This is an optimization exercise on Yosys and OpenROAD, whose aim is small area, a short achievable clock period and few clock cycles per item, not a production implementation. Function was not checked in any run shown here: the RTL went through the layout flow alone. No activity file was given, so power comes from the tool's default toggle rates.

## flow/design.v (module list and top-level ports; edited modules follow where they fit)
// module layer_rom: 26 lines
// module input_buffer: 20 lines
// module mac_lane: 2957 lines
// module mvm_control: 80 lines
// module mvm_layer: 74 lines
module mvm_layer (
   input  logic  clk,
   input  logic  reset,
   input  logic  s_valid,
   output logic  s_ready,
   input  logic signed [16-1:0] data_in,
   output logic  m_valid,
   input  logic  m_ready,
   output logic signed [16-1:0] data_out
);
  // ...
==> flow/flow/run.sh <==
#!/bin/bash
# Layout flow: the standard synthesis, then a polarity pass on the full
# adders of the synthesized netlist (flow/polfix.py: a full adder is
# self-dual, so complementing its inputs complements its outputs; choosing
# each adder's polarity removes most inverters between adders), checked
# against the synthesized netlist on random vectors (flow/neteq.py), then the
# standard flow from floorplan to the final layout.
set -euo pipefail
R=orfs/results/${FLOW_PLATFORM}/mvm_layer/base

bash standard.sh synth > synth.log 2>&1

cp $R/1_2_yosys.v $R/1_2_yosys_std.v
python3 flow/polfix.py $R/1_2_yosys_std.v $R/1_2_yosys_pol.v > polfix.log 2>&1
python3 flow/neteq.py $R/1_2_yosys_std.v $R/1_2_yosys_pol.v 40 > neteq.log 2>&1
cp $R/1_2_yosys_pol.v $R/1_2_yosys.v
rm -f $R/1_synth.odb $R/1_synth.sdc

bash standard.sh > layout.log 2>&1
==> flow/flow/neteq.py <==
#!/usr/bin/env python3
"""Random-vector comparison of two gate netlists with the same registers:
register outputs and primary inputs are driven with random words, register
inputs and primary outputs are compared.  usage: neteq.py A.v B.v [rounds]"""
import re, sys, random

LIB = '/OpenROAD-flow-scripts/flow/platforms/sky130hd/lib/sky130_fd_sc_hd__tt_025C_1v80.lib'
lib = open(LIB).read()
funcs = {}
seq = set()
for m in re.finditer(r'cell \("?(\w+)"?\)\s*\{', lib):
    name = m.group(1)
    start = m.end()
    # find the end of this cell (next 'cell (' )
    nxt = lib.find('\n    cell (', start)
    body = lib[start:nxt if nxt > 0 else len(lib)]
    if re.search(r'\bff\s*\(|\blatch\s*\(', body):
        seq.add(name)
    f = {}
    for pm in re.finditer(r'pin \("?(\w+)"?\)\s*\{(.*?)\n\s{8}\}', body, re.S):
        fm = re.search(r'function\s*:\s*"([^"]*)"', pm.group(2))
        if fm:
            f[pm.group(1)] = fm.group(1)
    funcs[name] = f

W = 64
MASK = (1 << W) - 1


def pyexpr(e):
    e = e.replace('!', ' ~').replace('*', ' & ').replace('+', ' | ')
    # implicit AND by juxtaposition (e.g. "A B") is not used in this library
    return e


def parse(path):
    src = open(path).read()
    cells = []
    for m in re.finditer(r'(sky130_fd_sc_hd__\w+)\s+(\S+)\s*\((.*?)\);', src, re.S):
        typ, name, pins = m.groups()
        pl = {p: n.strip() for p, n in re.findall(r'\.(\w+)\((.*?)\)\s*(?:,|$)', pins.strip(), re.S)}
        cells.append((typ, name, pl))
    assigns = re.findall(r'assign\s+(.*?)\s*=\s*(.*?);', src)
    ins = []
    for hi, lo, nm in re.findall(r'^\s*input\s+(?:\[(\d+):(\d+)\]\s+)?(\S+);', src, re.M):
        ins += [f'{nm}[{i}]' for i in range(int(lo), int(hi) + 1)] if hi else [nm]
    outs = []
    for hi, lo, nm in re.findall(r'^\s*output\s+(?:\[(\d+):(\d+)\]\s+)?(\S+);', src, re.M):
        outs += [f'{nm}[{i}]' for i in range(int(lo), int(hi) + 1)] if hi else [nm]
    return cells, assigns, ins, outs


def norm(n):
    n = n.strip()
    m = re.match(r'^(\\?\S+?)\s*\[(\d+)\]$', n)
    if m and not n.startswith('\\') or (m and ' ' in n):
        return f'{m.group(1).strip()}[{m.group(2)}]'
    return n


def evaluate(net, vals):
    cells, assigns, ins, outs = net
    drv = {}
    for typ, name, pl in cells:
        c = typ.replace('sky130_fd_sc_hd__', '')
        if typ in seq_full:
            continue
        for p, n in pl.items():
            if p in funcs[typ]:
                drv[norm(n)] = (typ, pl, p)
    for l, r in assigns:
        drv[norm(l)] = ('assign', r, None)
    memo = dict(vals)
    sys.setrecursionlimit(100000)

    def get(n):
        n = norm(n)
        if n in memo:
            return memo[n]
        if re.match(r"^1'h?b?0$|^1'b0$|^1'h0$", n):
            return 0
        if re.match(r"^1'h?b?1$|^1'b1$|^1'h1$", n):
            return MASK
        if n not in drv:
            raise KeyError(n)
        typ, pl, p = drv[n]
        if typ == 'assign':
            v = get(pl)
        else:
            f = funcs[typ][p]
            env = {}
            for pin in set(re.findall(r'[A-Za-z_]\w*', f)):
                env[pin] = get(pl[pin])
            v = eval(pyexpr(f), {}, env) & MASK
        memo[n] = v
        return v
    return get


seq_full = set(seq)


def regs(net):
    cells = net[0]
    r = {}
    for typ, name, pl in cells:
        if typ in seq_full:
            r[name] = (typ, pl)
    return r


A = parse(sys.argv[1])
B = parse(sys.argv[2])
rounds = int(sys.argv[3]) if len(sys.argv) > 3 else 20
ra, rb = regs(A), regs(B)
assert set(ra) == set(rb), 'register sets differ'
assert all(ra[k][0] == rb[k][0] for k in ra), 'register types differ'
rng = random.Random(1)
bad = 0
for r in range(rounds):
    vals_a, vals_b = {}, {}
    for i in A[2]:
        v = rng.getrandbits(W)
        vals_a[norm(i)] = v
        vals_b[norm(i)] = v
    for k, (typ, pl) in ra.items():
        v = rng.getrandbits(W)
        for p in ('Q',):
            if p in pl:
                vals_a[norm(pl[p])] = v
        if 'Q_N' in pl:
            vals_a[norm(pl['Q_N'])] = ~v & MASK
        plb = rb[k][1]
        if 'Q' in plb:
            vals_b[norm(plb['Q'])] = v
        if 'Q_N' in plb:
            vals_b[norm(plb['Q_N'])] = ~v & MASK
    ga, gb = evaluate(A, vals_a), evaluate(B, vals_b)
    for k, (typ, pl) in ra.items():
        for p, n in pl.items():
            if p in ('Q', 'Q_N', 'CLK'):
                continue
            if ga(n) != gb(rb[k][1][p]):
                bad += 1
                if bad < 10:
                    print('mismatch', k, p)
    for o in A[3]:
        if ga(o) != gb(o):
            bad += 1
            if bad < 10:
                print('mismatch out', o)
print('rounds', rounds, 'vectors', rounds * W, 'mismatches', bad)
sys.exit(1 if bad else 0)
==> flow/flow/polfix.py <==
#!/usr/bin/env python3
"""Remove inverters around full-adder cells by choosing each full adder's
polarity.  A full adder is self-dual: complementing its three inputs
complements both outputs.  Reads a Yosys-written gate netlist, writes one
with the same registers and the same function.

usage: polfix.py IN.v OUT.v
"""
import re, sys, random
from collections import defaultdict

src = open(sys.argv[1]).read()
m = re.search(r'^module\s.*?;\n', src, re.M | re.S)
head_end = m.end()
endm = src.rindex('endmodule')
body = src[head_end:endm]

# split body into statements
stmts = re.findall(r'\s*(.*?;)\n', body, re.S)
cell_re = re.compile(r'(sky130_fd_sc_hd__\w+)\s+(\S+)\s*\((.*)\)\s*;', re.S)
pin_re = re.compile(r'\.(\w+)\((.*?)\)\s*(?:,|$)', re.S)

OUTS = {'X', 'Y', 'Q', 'Q_N', 'SUM', 'COUT', 'HI', 'LO'}
INV = {'sky130_fd_sc_hd__inv_1'}
FA = {'sky130_fd_sc_hd__fa_1'}
XORS = {'sky130_fd_sc_hd__xor2_1': 0, 'sky130_fd_sc_hd__xnor2_1': 1}

decls, cells, others = [], [], []
for s in stmts:
    s = s.strip()
    c = cell_re.match(s)
    if c:
        typ, name, pins = c.groups()
        pl = [(p, n.strip()) for p, n in pin_re.findall(pins.strip())]
        cells.append([typ, name, pl])
    elif s.startswith(('wire', 'input', 'output', 'reg')):
        decls.append(s)
    else:
        others.append(s)
if others:
    # assigns etc: nets they read are fixed loads
    pass

driver = {}
loads = defaultdict(list)
for ci, (typ, name, pl) in enumerate(cells):
    for p, n in pl:
        if p in OUTS:
            driver[n] = (ci, p)
        else:
            loads[n].append((ci, p))
# nets read by assigns / ports are fixed loads
fixed_nets = set()
for s in others:
    for tok in re.findall(r'\\\S+ |[A-Za-z_][\w$]*(?:\s*\[\d+\])?', s):
        fixed_nets.add(tok.strip())
portdecl = re.findall(r'^\s*output\s+(?:\[(\d+):(\d+)\]\s+)?(\S+);', src[:endm], re.M)
for hi, lo, nm in portdecl:
    if hi:
        for i in range(int(lo), int(hi) + 1):
            fixed_nets.add(f'{nm}[{i}]')
    else:
        fixed_nets.add(nm)


def is_inv(ci):
    return cells[ci][0] in INV


def inv_in(ci):
    return dict(cells[ci][2])['A']


def base(n):
    """(base net, polarity) through chains of inverters"""
    pol = 0
    seen = 0
    while n in driver and is_inv(driver[n][0]):
        n = inv_in(driver[n][0])
        pol ^= 1
        seen += 1
        assert seen < 100
    return n, pol


fa_ids = [ci for ci, c in enumerate(cells) if c[0] in FA or c[0] in XORS]
fa_index = {ci: i for i, ci in enumerate(fa_ids)}

# load requirements: list of (base, pol, fa_or_None)
# every non-inverter load pin
reqs = defaultdict(list)   # base -> list of (pol, fa index or -1)
pin_base = {}
for ci, (typ, name, pl) in enumerate(cells):
    if typ in INV:
        continue
    for p, n in pl:
        if p in OUTS:
            continue
        if n.startswith(("1'", "0'")) or re.match(r"^\d+'", n):
            continue
        b, pol = base(n)
        pin_base[(ci, p)] = (b, pol)
        if typ in XORS:
            reqs[b]   # any polarity will do
            continue
        reqs[b].append((pol, fa_index.get(ci, -1)))
# inverter outputs that reach fixed nets (ports / assigns)
for n in fixed_nets:
    if n in driver:
        b, pol = base(n)
        if pol or b != n:
            reqs[b].append((pol, -2))

# physical polarity of a base net: flip of its driving FA, else 0
def drv_fa(b):
    if b in driver:
        ci = driver[b][0]
        if ci in fa_index:
            return fa_index[ci]
    return -1


frozen = set()
for n in fixed_nets:
    if n in driver and driver[n][0] in fa_index:
        frozen.add(fa_index[driver[n][0]])
bases = list(reqs.keys())
bdrv = {b: drv_fa(b) for b in bases}
flip = [0] * len(fa_ids)


def cost_of(b):
    d = bdrv[b]
    ph = flip[d] if d >= 0 else 0
    need = set()
    for pol, f in reqs[b]:
        r = pol ^ (flip[f] if f >= 0 else 0)
        need.add(r)
    return 1 if (ph ^ 1) in need else 0


# bases touched by each FA
touch = defaultdict(set)
for b in bases:
    if bdrv[b] >= 0:
        touch[bdrv[b]].add(b)
    for pol, f in reqs[b]:
        if f >= 0:
            touch[f].add(b)

total = sum(cost_of(b) for b in bases)
start = total
improved = True
rounds = 0
while improved and rounds < 50:
    improved = False
    rounds += 1
    order = list(range(len(fa_ids)))
    random.Random(rounds).shuffle(order)
    for f in order:
        if f in frozen:
            continue
        before = sum(cost_of(b) for b in touch[f])
        flip[f] ^= 1
        after = sum(cost_of(b) for b in touch[f])
        if after < before:
            total += after - before
            improved = True
        else:
            flip[f] ^= 1
# also try pairs: flip a FA and its neighbours greedily (simple annealing)
rng = random.Random(7)
T = 1.0
for it in range(200000):
    f = rng.randrange(len(fa_ids))
    if f in frozen:
        continue
    before = sum(cost_of(b) for b in touch[f])
    flip[f] ^= 1
    after = sum(cost_of(b) for b in touch[f])
    d = after - before
    if d <= 0 or rng.random() < pow(2.718, -d / T):
        total += d
    else:
        flip[f] ^= 1
    T = max(0.02, T * 0.99997)
# final greedy
improved = True
while improved:
    improved = False
    for f in range(len(fa_ids)):
        if f in frozen:
            continue
        before = sum(cost_of(b) for b in touch[f])
        flip[f] ^= 1
        after = sum(cost_of(b) for b in touch[f])
        if after < before:
            total += after - before
            improved = True
        else:
            flip[f] ^= 1

n_inv_old = sum(1 for c in cells if c[0] in INV)
sys.stderr.write(f'inverters before {n_inv_old}, needed before opt {start}, after {total}, '
                 f'flipped {sum(flip)} of {len(fa_ids)}\n')

# ------------------------------------------------------------- rewrite
inv_names = [c[1] for c in cells if c[0] in INV]
new_inv = {}       # base -> inverted net name
new_cells = []
new_wires = []
cnt = [0]


def phys(b):
    d = bdrv.get(b, drv_fa(b))
    return flip[d] if d >= 0 else 0


def net_for(b, want):
    """net carrying value (b ^ want) where b is the logical base value"""
    if phys(b) == want:
        return b
    if b not in new_inv:
        nm = f'_polinv{cnt[0]}_'
        cnt[0] += 1
        new_inv[b] = nm
        new_wires.append(nm)
        iname = inv_names.pop() if inv_names else f'_polinvc{cnt[0]}_'
        new_cells.append(['sky130_fd_sc_hd__inv_1', iname, [('A', b), ('Y', nm)]])
    return new_inv[b]


out_cells = []
for ci, (typ, name, pl) in enumerate(cells):
    if typ in INV:
        continue
    f = fa_index.get(ci, -1)
    fl = flip[f] if f >= 0 else 0
    npl = []
    if typ in XORS:
        t = XORS[typ] ^ fl
        for p, n in pl:
            if p in OUTS or (ci, p) not in pin_base:
                npl.append((p, n))
                continue
            b, pol = pin_base[(ci, p)]
            t ^= pol ^ phys(b)
            npl.append((p, b))
        typ = 'sky130_fd_sc_hd__xnor2_1' if t else 'sky130_fd_sc_hd__xor2_1'
        npl = [(('Y' if t else 'X') if p in ('X', 'Y') else p, n) for p, n in npl]
        out_cells.append([typ, name, npl])
        continue
    for p, n in pl:
        if p in OUTS or (ci, p) not in pin_base:
            npl.append((p, n))
            continue
        b, pol = pin_base[(ci, p)]
        npl.append((p, net_for(b, pol ^ fl)))
    out_cells.append([typ, name, npl])
# fixed nets driven (originally) by inverters must still carry their value
for n in sorted(fixed_nets):
    if n in driver and is_inv(driver[n][0]):
        b, pol = base(n)
        ph = phys(b)
        # drive n from b (pol^ph == 1 -> inverter, else buffer)
        iname = inv_names.pop() if inv_names else f'_polinvd{cnt[0]}_'
        cnt[0] += 1
        if pol ^ ph:
            new_cells.append(['sky130_fd_sc_hd__inv_1', iname, [('A', b), ('Y', n)]])
        else:
            new_cells.append(['sky130_fd_sc_hd__buf_1', iname, [('A', b), ('X', n)]])
# any FA-output base net with flip whose original name is a fixed net: unsupported
for n in fixed_nets:
    if n in driver and driver[n][0] in fa_index and flip[fa_index[driver[n][0]]] and n in reqs:
        raise SystemExit('flipped FA drives a port net: ' + n)

def esc(n):
    return n + ' ' if n.startswith('\\') and ' ' not in n else n


out = [src[:head_end]]
for d in decls:
    out.append('  ' + d + '\n')
for w in new_wires:
    out.append(f'  wire {w};\n')
for s in others:
    out.append('  ' + s + '\n')
for typ, name, pl in out_cells + new_cells:
    out.append(f'  {typ} {name} (\n')
    out.append(',\n'.join(f'    .{p}({esc(n)})' for p, n in pl))
    out.append('\n  );\n')
out.append('endmodule\n')
open(sys.argv[2], 'w').write(''.join(out))
sys.stderr.write(f'inverters now {sum(1 for c in out_cells + new_cells if c[0] in INV)}\n')
==> flow/standard.sh <==
#!/bin/bash
# synth_recipe.tcl (not shown) runs the flow's synth.tcl, then flattens the netlist and writes it again
# the make line also repeats each setting of config.mk as NAME=value (left out here)
make -C /OpenROAD-flow-scripts/flow DESIGN_CONFIG=/design/flow/config.mk WORK_HOME=/design/flow/orfs CLKGATE_MAP_FILE= SYNTH_SCRIPT=/design/flow/synth_recipe.tcl "${@:-finish}"
==> flow/config.mk <==
export PLATFORM = sky130hd
export DESIGN_NAME = mvm_layer
export DESIGN_NICKNAME = mvm_layer
export VERILOG_FILES = /design/flow/design.v
export SDC_FILE = /design/flow/constraint.sdc
export NUM_CORES = 4
export LEC_CHECK = 0
export CAP_MARGIN = 20
export CORE_MARGIN = 2
export CORE_UTILIZATION = 40
export PLACE_DENSITY = 0.6
export SETUP_SLACK_MARGIN = 4.5
export SLEW_MARGIN = 20
==> flow/constraint.sdc <==
create_clock -name core_clock -period 7.0 [get_ports {clk}]
set_input_delay 1.4000 -clock core_clock [delete_from_list [all_inputs] [get_ports {clk}]]
set_output_delay 1.4000 -clock core_clock [all_outputs]
set_load 0.01 [all_outputs]
==> flow_summary_export.csv, run 1 <==
group,metric,value,unit
setup_path,worst_setup_path_start_kind,"flip-flop",
timing,fin_crit_sh,40.7,%
final_layout,largest_register,"u_input_buffer.x",
setup_path,crit_path_max_fanout,7,
setup_path,cp-endpoint,"u_lane.q3_s3_9_4",
pwr,combPwrFrac,16.3,%
pwr,power-top-group,"registers",
final_layout,drive_above_1_share,27.7,%
setup_path,path_delay_family,"adder cells",
setup_path,r2r_start,"u_input_buffer.x[73]",
final_layout,largest_reg_flops,128,
final_layout,seq-cell-share,40.5,%
final_layout,layout.nonclk_buf_share,4.49,%
pwr,p_per_area,245,mW/mm^2
setup_path,path_class,"reg2reg",
setup_path,cp.required,7500,ps
run_status,outcome,"complete, no violations",
pwr,power,10.5,mW
timing,final-hold-violation-count,0,
setup_path,cp_num_cells,6,
grt,overflow,0,
clocking,clkSinkCount,699,
grt,use_met3,5.74,%
clocking,cts_buffer_depth,3,
routing,vias_per_cell,5.73,
clocking,clkLatencyLatePin,660,ps
floorplanning,start_util,40.5,%
routing,first_iter_violations,2593,
==> module mvm_control, before the edit <==
module mvm_control (
   input  logic                   clk,
   input  logic                   reset,
   input  logic                   s_valid,
   input  logic                   m_ready,
   output logic                   s_ready,
   output logic                   x_wr,
   output logic                   x_load,
   output logic [4-1:0] row,         
   output logic                   out_valid,
   output logic                   take_buf,    
   output logic                   take_new,    
   output logic                   buf_wr,      
   output logic [1:0]             wp,
   output logic [1:0]             rp
);
   logic [3-1:0]  in_cnt;      
   logic                   act;         
   logic                   issue;       
   logic                   iv;          
   logic [2:0]             v_pipe;      
   logic                   res_v;       
   logic [2:0]             cnt;         
   logic [2:0]             bcnt;        
   logic                   free;        
   logic                   deliver;
   assign x_wr    = s_valid && s_ready;
   assign x_load  = x_wr && (in_cnt == 3'(8 - 1));
   assign issue   = (act || x_load) && ((cnt < 3'd5) || deliver);
   assign res_v   = v_pipe[2];
   assign deliver = out_valid && m_ready;
   logic                   act_n;
   logic [3-1:0]  in_cnt_n;
   assign in_cnt_n = x_wr ? in_cnt + 1'b1 : in_cnt;    
   assign act_n    = x_load || (act && !(issue && row == 4'(16 - 1)));
   always_ff @(posedge clk) begin
      if (reset) begin
         in_cnt  <= '0;
         act     <= 1'b0;
         row     <= '0;
         iv      <= 1'b0;
         v_pipe  <= '0;
         cnt     <= '0;
         s_ready <= 1'b1;    
      end else begin
         in_cnt <= in_cnt_n;
         act    <= act_n;
         if (issue) begin
            row <= row + 1'b1;    
         end
         iv     <= issue;
            v_pipe <= {v_pipe[1:0], iv};
         cnt    <= cnt + 3'(issue) - 3'(deliver);
         s_ready <= (in_cnt_n != 3'(8 - 1)) || !act_n;
      end
   end
   assign free     = !out_valid || m_ready;
   assign take_buf = free && (bcnt != '0);
   assign take_new = free && (bcnt == '0) && res_v;
   assign buf_wr   = res_v && !take_new;
   always_ff @(posedge clk) begin
      if (reset) begin
         out_valid <= 1'b0;
         bcnt      <= '0;
         wp        <= '0;
         rp        <= '0;
      end else begin
         if (free) begin
            out_valid <= (bcnt != '0) || res_v;
         end
         bcnt <= bcnt + 3'(buf_wr) - 3'(take_buf);
         if (buf_wr) begin
            wp <= (wp == 2'd3) ? '0 : wp + 1'b1;
         end
         if (take_buf) begin
            rp <= (rp == 2'd3) ? '0 : rp + 1'b1;
         end
      end
   end
endmodule
==> module mvm_layer, before the edit <==
module mvm_layer (
   input  logic  clk,
   input  logic  reset,
   input  logic  s_valid,
   output logic  s_ready,
   input  logic signed [16-1:0] data_in,
   output logic  m_valid,
   input  logic  m_ready,
   output logic signed [16-1:0] data_out
);
   logic                   x_wr;
   logic                   x_load;
   logic [4-1:0] row;
   logic                   take_buf;
   logic                   take_new;
   logic                   buf_wr;
   logic [1:0]             wp;
   logic [1:0]             rp;
   logic [112-1:0]  rom_ctl;
   logic [112-1:0]  ctl;
   logic [8*16-1:0] x;
   logic [16-1:0] result;
   logic [16-2:0] queue [4];    
   logic [16-2:0] dout;
   mvm_control u_control (
      .clk       (clk),
      .reset     (reset),
      .s_valid   (s_valid),
      .m_ready   (m_ready),
      .s_ready   (s_ready),
      .x_wr      (x_wr),
      .x_load    (x_load),
      .row       (row),
      .out_valid (m_valid),
      .take_buf  (take_buf),
      .take_new  (take_new),
      .buf_wr    (buf_wr),
      .wp        (wp),
      .rp        (rp)
   );
   input_buffer u_input_buffer (
      .clk     (clk),
      .x_wr    (x_wr),
      .x_load  (x_load),
      .data_in (data_in),
      .x       (x)
   );
   layer_rom u_layer_rom (
      .row (row),
      .ctl (rom_ctl)
   );
   always_ff @(posedge clk) begin
      ctl <= rom_ctl;
   end
   mac_lane u_lane (
      .clk    (clk),
      .ctl    (ctl),
      .x      (x),
      .result (result)
   );
   always_ff @(posedge clk) begin
      if (take_buf) begin
         dout <= queue[rp];
      end else if (take_new) begin
         dout <= result[16-2:0];
      end
      for (int i = 0; i < 4; i++) begin
         if (buf_wr && wp == 2'(i)) begin
            queue[i] <= result[16-2:0];
         end
      end
   end
   assign data_out = {1'b0, dout};    
endmodule
==> inputs of run 2 (changes only) <==
--- a/flow/design.v
+++ b/flow/design.v
@@ -3027,4 +3027,4 @@
    output logic                   buf_wr,      
-   output logic [1:0]             wp,
-   output logic [1:0]             rp
+   output logic [2:0]             wp,
+   output logic [2:0]             rp
 );
@@ -3042,3 +3042,3 @@
    assign x_load  = x_wr && (in_cnt == 3'(8 - 1));
-   assign issue   = (act || x_load) && ((cnt < 3'd5) || deliver);
+   assign issue   = (act || x_load) && (cnt < 3'd6);
    assign res_v   = v_pipe[2];
@@ -3086,6 +3086,6 @@
          if (buf_wr) begin
-            wp <= (wp == 2'd3) ? '0 : wp + 1'b1;
+            wp <= (wp == 3'd4) ? '0 : wp + 1'b1;
          end
          if (take_buf) begin
-            rp <= (rp == 2'd3) ? '0 : rp + 1'b1;
+            rp <= (rp == 3'd4) ? '0 : rp + 1'b1;
          end
@@ -3113,4 +3113,4 @@
    logic                   buf_wr;
-   logic [1:0]             wp;
-   logic [1:0]             rp;
+   logic [2:0]             wp;
+   logic [2:0]             rp;
    logic [112-1:0]  rom_ctl;
@@ -3119,3 +3119,3 @@
    logic [16-1:0] result;
-   logic [16-2:0] queue [4];    
+   logic [16-2:0] queue [5];    
    logic [16-2:0] dout;
@@ -3163,4 +3163,4 @@
       end
-      for (int i = 0; i < 4; i++) begin
-         if (buf_wr && wp == 2'(i)) begin
+      for (int i = 0; i < 5; i++) begin
+         if (buf_wr && wp == 3'(i)) begin
             queue[i] <= result[16-2:0];
==> flow/run.sh (new file) <==
#!/bin/bash
# synth_recipe.tcl (not shown) runs the flow's synth.tcl, then flattens the netlist and writes it again
# the make line also repeats each setting of config.mk as NAME=value (left out here)
make -C /OpenROAD-flow-scripts/flow DESIGN_CONFIG=/design/flow/config.mk WORK_HOME=/design/flow/orfs CLKGATE_MAP_FILE= SYNTH_SCRIPT=/design/flow/synth_recipe.tcl finish
--- a/flow/config.mk
+++ b/flow/config.mk
@@ -7,2 +7,3 @@
 export LEC_CHECK = 0
+export ABC_CLOCK_PERIOD_IN_PS = 2600
 export CAP_MARGIN = 20
@@ -11,3 +12,3 @@
 export PLACE_DENSITY = 0.6
-export SETUP_SLACK_MARGIN = 4.5
+export SETUP_SLACK_MARGIN = 4.4
 export SLEW_MARGIN = 20
removed: flow/flow/run.sh
removed: flow/flow/neteq.py
removed: flow/flow/polfix.py
removed: flow/standard.sh
==> run 2 against run 1 <==
  * Critical path type unchanged
  * Core utilization down 0.82 points
  * Still clean on timing, DRC and antenna
  * Largest power group unchanged
  * Wire length is 5.3% lower
  * Highest routed layer unchanged
  * Die area up 4.7%
==> flow_summary_export.csv, run 2 <==
group,metric,value,unit
pwr,power,10.1,mW
final_layout,final_nets,3585,
pwr,p_leak,16.9,nW
pwr,p_int,7.48,mW
pwr,combPwrFrac,13.6,%
setup_path,worstPathArrival,3320,ps
clocking,clkSinkCount,716,
placement,gp_congestion,0.966,
floorplanning,io_pins,38,
grt,grt_pass1_wl,160000,um
placement,dp.cells,4167,
pwr,peakVddDrop,0.193,mV
final_layout,reg_top3,"u_input_buffer.x (128), u_input_buffer.sh (112), ctl (106)",
floorplanning,core_area,0.0933,sq mm
pwr,switchingPower,2.63,mW
logic_synthesis,synth-simple-area-share,3.57,%
logic_synthesis,ys_warn_count,6,
routing,routedWlPerCell,24.4,um
logic_synthesis,async_reset_ff_share,0,%
floorplanning,num_rows,112,
logic_synthesis,synth.area.top_cells,"edfxtp_1 26%, dfxtp_1 21%, fa_1 18%",
timing,max_slew.worst_pin.slew,969,ps
timing,report.final.slew_viol_count,0,
timing,fin_crit_sh,40.4,%
setup_path,startpoint,"u_input_buffer.x[4]",
logic_synthesis,synth_fp_nets,3537,
grt,overflow,0,
setup_path,cp-endpoint,"u_lane.q3_s3_8_3",
grt,antenna_found_initial,4,
logic_synthesis,synth_fa_ha_area_share,20.4,%
floorplanning,start_util,40.3,%
clocking,clkLatencyLatePin,640,ps
final_layout,largest_register,"u_input_buffer.x",
logic_synthesis,synth_xor_area_share,11.5,%
setup_path,rrSetupSlack,4170,ps
logic_synthesis,synth_top_family_by_area,"adder cells",
clocking,cts_buffer_depth,3,
logic_synthesis,synth.top_cells.by_count,"416 x a22oi_1, 386 x dfxtp_1, 341 x fa_1, 330 x edfxtp_1, 305 x inv_1",
routing,first_iter_violations,2824,
floorplanning,die_h,311,um
timing,fin_worst_skew,32.2,ps
setup_path,path_class,"reg2reg",
clocking,cts_made_buffers,75,
logic_synthesis,yosys.area.top_type_share,26.3,%
final_layout,final_cell_mix,"330 x edfxtp_1, 288 x dfxtp_1, 285 x xnor2_1, 278 x a22oi_1, 254 x fa_1",
floorplanning,design.die.area,0.0965,sq mm
grt,first_global_vias,24500,
setup_path,cp.required,7500,ps
timing,setup_tns,0,ps
logic_synthesis,ys_seq_area_share,46.9,%
final_layout,layout_commonest_cell,"edfxtp_1",
placement,hpwl,81700,um
setup_path,worst_setup_path_start_kind,"flip-flop",
setup_path,r2r-end,"u_lane.q3_s3_8_3",
setup_path,crit_path_max_fanout,4,
pwr,pwr-share-seq,47.2,%
floorplanning,die_x,311,um
logic_synthesis,synth_compound_area_share,11.8,%
routing,postRouteAntennaNets,0,
routing,firstDrtPassIters,6,
clocking,h-tree-depth,3,
pwr,power.share.clock,39.2,%
placement,portBuffers,36,
logic_synthesis,netlist_instances,3109,
grt,grtUsageTotal,22.4,%
placement,placed_area,0.0388,sq mm
routing,vias_per_cell,5.37,
pwr,p_per_area,228,mW/mm^2
clocking,root_buffer,"clkbuf_16",
logic_synthesis,synth_ff_type,"dfxtp_1",
logic_synthesis,yosys.area.top_type,"edfxtp_1",
run_status,outcome,"complete, no violations",
final_layout,drive_above_1_share,25.0,%
logic_synthesis,yosysMostFrequentCell,"a22oi_1",
logic_synthesis,synth.mux.area_fraction,0.216,%
final_layout,largest_reg_flops,128,
timing,setup_viol,0,
timing,final-hold-violation-count,0,
timing,max_freq,354,MHz
routing,drc,0,
min_path,hold_class,"reg2reg",
timing,rsz0062_at_grt,"yes",
final_layout,syn2layout_area_growth,17.9,%
logic_synthesis,synth.cell_area,0.0376,sq mm
flow_run,maxCapViolations,0,
logic_synthesis,avgSynthCellArea,12.1,sq um
routing,wirelength,109000,um
setup_path,r2r_start,"u_input_buffer.x[4]",
final_layout,final_cell_count_no_fill,4474,
logic_synthesis,synth_edf_count,330,
clocking,cts_tree,"built",
setup_path,end_kind,"flip-flop",
setup_path,rr_worst_depth,8,
clocking,clk_pin_slew,60,ps
routing,via_count,24000,
logic_synthesis,netlist-cell-type-count,59,
timing,slew_headroom,34.7,%
timing,min_period,2830,ps
final_layout,finalInstanceArea,0.0444,sq mm
logic_synthesis,synth-seq-cells,716,
grt,grt_max_degree,99,
pwr,swShare,26.0,%
## run 2: per-stage QoR
| step | hold WS (ps) | setup slack (ps) | util (%) |
|---|---|---|---|
| floorplan | 310 | 3170 | - |
| global placement | 310 | 3000 | 41.6 |
| detailed placement | 312 | 2980 | 41.6 |
| CTS | 324 | 4190 | 46.4 |
| global route | 327 | 4120 | 47.5 |
| finish | 322 | 4170 | 47.5 |
## run 2: routing by layer
layer | track usage, % | share of wire (%) | up-vias
met1 | 29.2 | 40 | 12000
li1 | - | - | 10600
met2 | 34.9 | 45 | 1202
met4 | 13.9 | 7.3 | 4
met5 | 0 | 0.024 | -
met3 | 4.00 | 7.8 | 286
## run 2: worst min path at each step
stage	start	to	cells past startpoint
after floorplan	ctl[15]	u_lane.q3_c_cst_0	0
after global placement	u_lane.q3_s3_5_4	u_lane.q6_q3_s3_5_4	0
after detailed placement	ctl[15]	u_lane.q3_c_cst_0	0
after CTS	ctl[13]	u_lane.q3_c_cst_2	0
after global routing	ctl[13]	u_lane.q3_c_cst_2	0
final	ctl[13]	u_lane.q3_c_cst_2	0
## run 2: power groups by stage
stage	combinational [mW]	clock (mW)	sequential, mW
2_1_floorplan	0.861	0	4.88
3_3_place_gp	1.27	0	4.88
3_5_place_dp	1.29	0	4.89
4_1_cts	1.34	4.04	4.78
5_1_grt	1.53	4.21	4.79
6_report	1.38	3.96	4.77
## run 2: what timing repair did
| action | 4_1_cts | 5_1_grt |
|---|---|---|
| setup buffers | 129 | 35 |
| endpoints found under the setup margin | 470 | 158 |
| hold buffers | 0 | 0 |
| pin swaps | 130 | 109 |
| resized for setup | 446 | 193 |
| cloned | 2 | 1 |
## run 2: cell families after synthesis
family / after synthesis
flip-flops: 716
XOR/XNOR: 494
adder cells (fa/ha/maj): 408
AO/OA/AOI/OAI: 631
buffers and inverters: 552
multiplexers: 8
other: 1
AND/OR/NAND/NOR: 299
## run 2: critical path, stage by stage (launching register included)
cell and delay (ps):
edfxtp_1 420, buf_6 150, buf_4 130, a22oi_2 220, xor2_2 100, fa_2 550, inv_2 50, fa_2 630
fa_2 460
## run 2: cell type report
class / instances / area [sq um]
repair buffers: 213 / 1820
well taps: 1254 / 1570
fillers: 8376 / 49000
clock buffers: 104 / 2180
multi-input cells: 1844 / 19400
diodes: 2 / 5.00
clock inverters: 34 / 289
inverters: 307 / 1180
flip-flops and latches: 716 / 17900

-- separate check: timing with driven ports --
Ports are ideal in the flow. The routed layouts listed here were re-timed in OpenROAD.
Step 1: set_driving_cell puts a clkbuf_16 on clk and a buf_2 on each other input, an assumption about the parent block.
Step 2, shift: input delay + t, output delay - t, t = (earliest + latest rising clock arrival at the registers) / 2. This alone moves slack from input paths to output paths.
Three values: ideal, step 1, step 2; two values: the first two.
run	shift t [ns]	setup slack, ns	hold WS [ns]
run 1	0.709	4.151 / 4.151 / 3.751	0.325 / 0.325 / 0.325
run 2	0.698	4.174 / 4.174 / 3.764	0.322 / 0.322 / 0.322
After both steps setup and hold are still met in every run listed. The setup slack of run 2, which loses most, moves by 0.000 ns with the drivers and by -0.410 ns with both steps.
